Background: an optimization exercise with open tools, aiming at small area. Do not read the settings as production practice.
Where RTL was checked, it was by simulation tests only, not by an equivalence proof against the original.
Power and IR drop assume default switching activity.

==> job 6586 <==
==> flow/design.v <==
package reg_file_pkg;
    localparam int RF_DATA_WIDTH = 32;
    localparam int RF_ADDR_WIDTH = 5;
    localparam int RF_NUM_REGS   = 2 ** RF_ADDR_WIDTH;
    typedef logic [RF_ADDR_WIDTH-1:0] reg_addr_t;
    typedef logic [RF_DATA_WIDTH-1:0] reg_data_t;
endpackage
module reg_read_mux #(
    parameter int DATA_WIDTH = 32,
    parameter int ADDR_WIDTH = 5,
    parameter int NUM_REGS   = 2 ** ADDR_WIDTH
) (
    input  logic [NUM_REGS-1:0][DATA_WIDTH-1:0] regs_i,
    input  logic [ADDR_WIDTH-1:0] addr_i,
    output logic [DATA_WIDTH-1:0] data_o
);
    assign data_o = regs_i[addr_i];
endmodule
module reg_file #(
    parameter int DATA_WIDTH = reg_file_pkg::RF_DATA_WIDTH,
    parameter int ADDR_WIDTH = reg_file_pkg::RF_ADDR_WIDTH
) (
    input  logic                  clock,
    input  logic                  reset,
    input  logic [ADDR_WIDTH-1:0] read_reg1,
    input  logic [ADDR_WIDTH-1:0] read_reg2,
    input  logic [ADDR_WIDTH-1:0] write_reg,
    input  logic [DATA_WIDTH-1:0] write_data,
    input  logic                  reg_write,
    output logic [DATA_WIDTH-1:0] read_data1,
    output logic [DATA_WIDTH-1:0] read_data2
);
    localparam int NUM_REGS = 2 ** ADDR_WIDTH;
    logic [NUM_REGS-1:0][DATA_WIDTH-1:0] mem_q;
    logic [NUM_REGS-1:0][DATA_WIDTH-1:0] mem_d;
    always_comb begin
        mem_d = mem_q;
        if (reg_write) begin
            mem_d[write_reg] = write_data;
        end
    end
    always_ff @(posedge clock or negedge reset) begin
        if (!reset) begin
            for (int i = 0; i < NUM_REGS; i++) begin
                mem_q[i] <= '0;
            end
        end else begin
            mem_q <= mem_d;
        end
    end
    reg_read_mux #(
        .DATA_WIDTH (DATA_WIDTH),
        .ADDR_WIDTH (ADDR_WIDTH),
        .NUM_REGS   (NUM_REGS)
    ) u_read_mux1 (
        .regs_i (mem_q),
        .addr_i (read_reg1),
        .data_o (read_data1)
    );
    reg_read_mux #(
        .DATA_WIDTH (DATA_WIDTH),
        .ADDR_WIDTH (ADDR_WIDTH),
        .NUM_REGS   (NUM_REGS)
    ) u_read_mux2 (
        .regs_i (mem_q),
        .addr_i (read_reg2),
        .data_o (read_data2)
    );
endmodule
==> flow/run.sh <==
#!/bin/bash
# synth_recipe.tcl (not shown) runs the flow's synth.tcl, then flattens the netlist and writes it again
# the make line also repeats each setting of config.mk as NAME=value (left out here)
make -C /OpenROAD-flow-scripts/flow DESIGN_CONFIG=/design/flow/config.mk WORK_HOME=/design/flow/orfs CLKGATE_MAP_FILE= SYNTH_SCRIPT=/design/flow/synth_recipe.tcl finish
==> flow/config.mk <==
export PLATFORM = sky130hd
export DESIGN_NAME = reg_file
export DESIGN_NICKNAME = reg_file
export VERILOG_FILES = /design/flow/design.v
export SDC_FILE = /design/flow/constraint.sdc
export NUM_CORES = 4
export LEC_CHECK = 0
export CAP_MARGIN = 20
export CORE_MARGIN = 2
export CORE_UTILIZATION = 40
export SLEW_MARGIN = 20
==> flow/constraint.sdc <==
create_clock -name core_clock -period 7.0 [get_ports {clock}]
set_input_delay 1.4000 -clock core_clock [delete_from_list [all_inputs] [get_ports {clock}]]
set_output_delay 1.4000 -clock core_clock [all_outputs]
set_load 0.01 [all_outputs]
==> job 3734 (differences from job 6586) <==
==> flow/design.v, changed modules only <==
module reg_read_mux #(
    parameter int DATA_WIDTH = 32,
    parameter int ADDR_WIDTH = 5,
    parameter int NUM_REGS   = 2 ** ADDR_WIDTH
) (
    input  logic [NUM_REGS-1:0][DATA_WIDTH-1:0] regs_i,
    input  logic [NUM_REGS-1:0]                 valid_i,
    input  logic [ADDR_WIDTH-1:0]               addr_i,
    output logic [DATA_WIDTH-1:0]               data_o
);
    logic [NUM_REGS-1:0] sel;
    rf_decode #(
        .ADDR_WIDTH (ADDR_WIDTH),
        .NUM_REGS   (NUM_REGS)
    ) u_decode (
        .valid_i (valid_i),
        .addr_i  (addr_i),
        .sel_o   (sel)
    );
    for (genvar b = 0; b < DATA_WIDTH; b++) begin : g_bit
        logic [NUM_REGS-1:0] col;
        for (genvar r = 0; r < NUM_REGS; r++) begin : g_col
            assign col[r] = regs_i[r][b];
        end
        rf_mux_bit #(
            .NUM_REGS (NUM_REGS)
        ) u_bit (
            .sel_i  (sel),
            .data_i (col),
            .data_o (data_o[b])
        );
    end
endmodule
module rf_decode #(
    parameter int ADDR_WIDTH = 5,
    parameter int NUM_REGS   = 2 ** ADDR_WIDTH
) (
    input  logic [NUM_REGS-1:0]   valid_i,
    input  logic [ADDR_WIDTH-1:0] addr_i,
    output logic [NUM_REGS-1:0]   sel_o
);
    always_comb begin
        for (int i = 0; i < NUM_REGS; i++) begin
            sel_o[i] = valid_i[i] && (addr_i == ADDR_WIDTH'(i));
        end
    end
endmodule
module rf_mux_bit #(
    parameter int NUM_REGS = 32
) (
    input  logic [NUM_REGS-1:0] sel_i,
    input  logic [NUM_REGS-1:0] data_i,
    output logic                data_o
);
    localparam int N3 = NUM_REGS / 3;             
    localparam int R3 = NUM_REGS % 3;             
    localparam int NG = N3 + R3;                  
    localparam int NN = (NG + 3) / 4;             
    logic [4*NN-1:0] grp_n;    
    logic [NN-1:0]   part;
    for (genvar g = 0; g < N3; g++) begin : g_aoi3
        rf_aoi222 u_aoi (
            .a0 (sel_i[3*g]),   .b0 (data_i[3*g]),
            .a1 (sel_i[3*g+1]), .b1 (data_i[3*g+1]),
            .a2 (sel_i[3*g+2]), .b2 (data_i[3*g+2]),
            .y  (grp_n[g])
        );
    end
    for (genvar g = 0; g < R3; g++) begin : g_rest
        rf_nand2 u_nand (
            .a (sel_i[3*N3+g]), .b (data_i[3*N3+g]),
            .y (grp_n[N3+g])
        );
    end
    for (genvar g = NG; g < 4*NN; g++) begin : g_pad
        assign grp_n[g] = 1'b1;
    end
    for (genvar n = 0; n < NN; n++) begin : g_nand
        if (4*n + 3 < NG) begin : g_n4
            rf_nand4 u_nand (
                .a (grp_n[4*n]), .b (grp_n[4*n+1]), .c (grp_n[4*n+2]), .d (grp_n[4*n+3]),
                .y (part[n])
            );
        end else if (4*n + 2 < NG) begin : g_n3
            rf_nand3 u_nand (
                .a (grp_n[4*n]), .b (grp_n[4*n+1]), .c (grp_n[4*n+2]),
                .y (part[n])
            );
        end else if (4*n + 1 < NG) begin : g_n2
            rf_nand2 u_nand (
                .a (grp_n[4*n]), .b (grp_n[4*n+1]),
                .y (part[n])
            );
        end else begin : g_n1
            assign part[n] = ~grp_n[4*n];
        end
    end
    assign data_o = |part;
endmodule
module rf_aoi222 (
    input  logic a0, b0, a1, b1, a2, b2,
    output logic y
);
    assign y = ~((a0 & b0) | (a1 & b1) | (a2 & b2));
endmodule
module rf_nand4 (
    input  logic a, b, c, d,
    output logic y
);
    assign y = ~(a & b & c & d);
endmodule
module rf_nand3 (
    input  logic a, b, c,
    output logic y
);
    assign y = ~(a & b & c);
endmodule
module rf_nand2 (
    input  logic a, b,
    output logic y
);
    assign y = ~(a & b);
endmodule
module reg_file #(
    parameter int DATA_WIDTH = reg_file_pkg::RF_DATA_WIDTH,
    parameter int ADDR_WIDTH = reg_file_pkg::RF_ADDR_WIDTH
) (
    input  logic                  clock,
    input  logic                  reset,
    input  logic [ADDR_WIDTH-1:0] read_reg1,
    input  logic [ADDR_WIDTH-1:0] read_reg2,
    input  logic [ADDR_WIDTH-1:0] write_reg,
    input  logic [DATA_WIDTH-1:0] write_data,
    input  logic                  reg_write,
    output logic [DATA_WIDTH-1:0] read_data1,
    output logic [DATA_WIDTH-1:0] read_data2
);
    localparam int NUM_REGS = 2 ** ADDR_WIDTH;
    logic [NUM_REGS-1:0][DATA_WIDTH-1:0] mem_q;
    logic [NUM_REGS-1:0][DATA_WIDTH-1:0] mem_d;
    logic [NUM_REGS-1:0]                 valid_q;
    logic [NUM_REGS-1:0]                 we;
    logic [NUM_REGS-1:0]                 we_n;
    always_comb begin
        for (int i = 0; i < NUM_REGS; i++) begin
            we[i]   = reg_write && (write_reg == ADDR_WIDTH'(i));
            we_n[i] = !we[i];
        end
    end
    for (genvar r = 0; r < NUM_REGS; r++) begin : g_row
        for (genvar b = 0; b < DATA_WIDTH; b++) begin : g_bit
            rf_hold_mux u_mux (
                .we   (we[r]),
                .wd   (write_data[b]),
                .we_n (we_n[r]),
                .q    (mem_q[r][b]),
                .d    (mem_d[r][b])
            );
        end
    end
    always_ff @(posedge clock) begin
        mem_q <= mem_d;
    end
    always_ff @(posedge clock or negedge reset) begin
        if (!reset) begin
            valid_q <= '0;
        end else begin
            valid_q <= valid_q | we;
        end
    end
    reg_read_mux #(
        .DATA_WIDTH (DATA_WIDTH),
        .ADDR_WIDTH (ADDR_WIDTH),
        .NUM_REGS   (NUM_REGS)
    ) u_read_mux1 (
        .regs_i  (mem_q),
        .valid_i (valid_q),
        .addr_i  (read_reg1),
        .data_o  (read_data1)
    );
    reg_read_mux #(
        .DATA_WIDTH (DATA_WIDTH),
        .ADDR_WIDTH (ADDR_WIDTH),
        .NUM_REGS   (NUM_REGS)
    ) u_read_mux2 (
        .regs_i  (mem_q),
        .valid_i (valid_q),
        .addr_i  (read_reg2),
        .data_o  (read_data2)
    );
endmodule
module rf_hold_mux (
    input  logic we, wd, we_n, q,
    output logic d
);
    assign d = (we & wd) | (we_n & q);
endmodule
==> flow/flow/run.sh (new file) <==
#!/bin/bash
# Layout flow: the standard ORFS flow (standard.sh, standard synthesis
# unchanged) with two ORFS settings changed:
#  - the port buffers are buf_1 cells (every port still gets its buffer);
#  - CTS is not allowed to add dummy loads.
# make's full output goes to make.log here; each ORFS step logs under orfs/logs.
set -uo pipefail
bash standard.sh \
  "BUFFER_PORTS_ARGS=-buffer_cell sky130_fd_sc_hd__buf_1" \
  "CTS_ARGS=-sink_clustering_enable -repair_clock_nets -sink_clustering_size 24 -sink_clustering_max_diameter 80 -buf_list sky130_fd_sc_hd__clkbuf_16 -dont_use_dummy_load" \
  finish > make.log 2>&1
rc=$?
tail -20 make.log
exit $rc
==> flow/standard.sh (new file) <==
#!/bin/bash
# synth_recipe.tcl (not shown) runs the flow's synth.tcl, then flattens the netlist and writes it again
# the make line also repeats each setting of config.mk as NAME=value (left out here)
make -C /OpenROAD-flow-scripts/flow DESIGN_CONFIG=/design/flow/config.mk WORK_HOME=/design/flow/orfs CLKGATE_MAP_FILE= SYNTH_SCRIPT=/design/flow/synth_recipe.tcl "${@:-finish}"
- CORE_UTILIZATION: 40 -> 60
- CTS_BUF_LIST: unset -> sky130_fd_sc_hd__clkbuf_16
- CTS_CLUSTER_DIAMETER: unset -> 80
- CTS_CLUSTER_SIZE: unset -> 24
- SYNTH_HIERARCHICAL: unset -> 1
removed: flow/run.sh
==> run summary <==
| quantity | job 3734 | job 6586 |
|---|---|---|
| Post-synthesis async set-or-reset flop share | 3.03% | 100% |
| Cell area after synthesis | 0.0402 sq mm | 0.0557 sq mm |
| Final Wtd Congestion | 0.978 | 0.805 |
| Wire length of the first global-routing pass | 267000 um | 268000 um |
| H-Tree Level Count | 2 | 3 |
| Initial antenna violation count | 13 | 8 |
| Flip-flop and latch power | 0.00821 W | 0.00851 W |
| Switching power share of the total | 28.7% | 28.9% |
| Non-Filler Instances | 4491 | 6433 |
| Highest clock frequency the design can meet | 0.168 GHz | 0.167 GHz |
| Critical path's slowest cell | or3_1 | nor2b_4 |
| Clock transition at the registers of the reported paths | 0.07 ns | 0.06 ns |
| Power consumed by combinational cells | 0.00181 W | 0.00411 W |
| Number of well-tap cells placed | 864 | 1794 |
| Outcome | finished clean | finished clean |
| Met3 GRT Util | 22.5% | 4.54% |
| Cell Area, Placed | 0.0429 sq mm | 0.0589 sq mm |
| Post-synthesis adder-cell area fraction | 0% | 0.0449% |
| Dominant synthesized flop cell | dfxtp_1 | dfrtp_1 |
| P per Cell Area | 299 mW/mm^2 | 304 mW/mm^2 |
| Most numerous cell on the critical path | buf_1 | clkdlybuf4s50_1 |
Function not checked in job 6586: the RTL went through the layout flow alone.

separate check: timing with driven ports:
No port has a modelled driver above. Below, the same layouts with a new extraction and two added sets of constraints. Step 1 assumes that a clkbuf_16 drives the clock port and a buf_2 every other input. Step 2 moves the port delays by t, midway between the first and last clock arrival at a register: inputs arrive t later, outputs are due t later. That takes back most of the time a late clock gives input paths. Three values: no drivers, after step 1, after step 2; two values: the first two.
run	t, ns	setup slack, ns	latest minus earliest clock arrival (ns)	worst slew at a driven data input, ns
job 6586	0.790	1.014 / 0.949 / 0.949	0.037 / 0.037	0.30
job 3734	0.726	1.030 / 0.990 / 0.990	0.050 / 0.051	0.16
After both steps every run listed still meets setup and hold. For job 6586, which loses most, drivers alone change the setup slack by -0.065 ns; drivers and shift together by -0.065 ns.
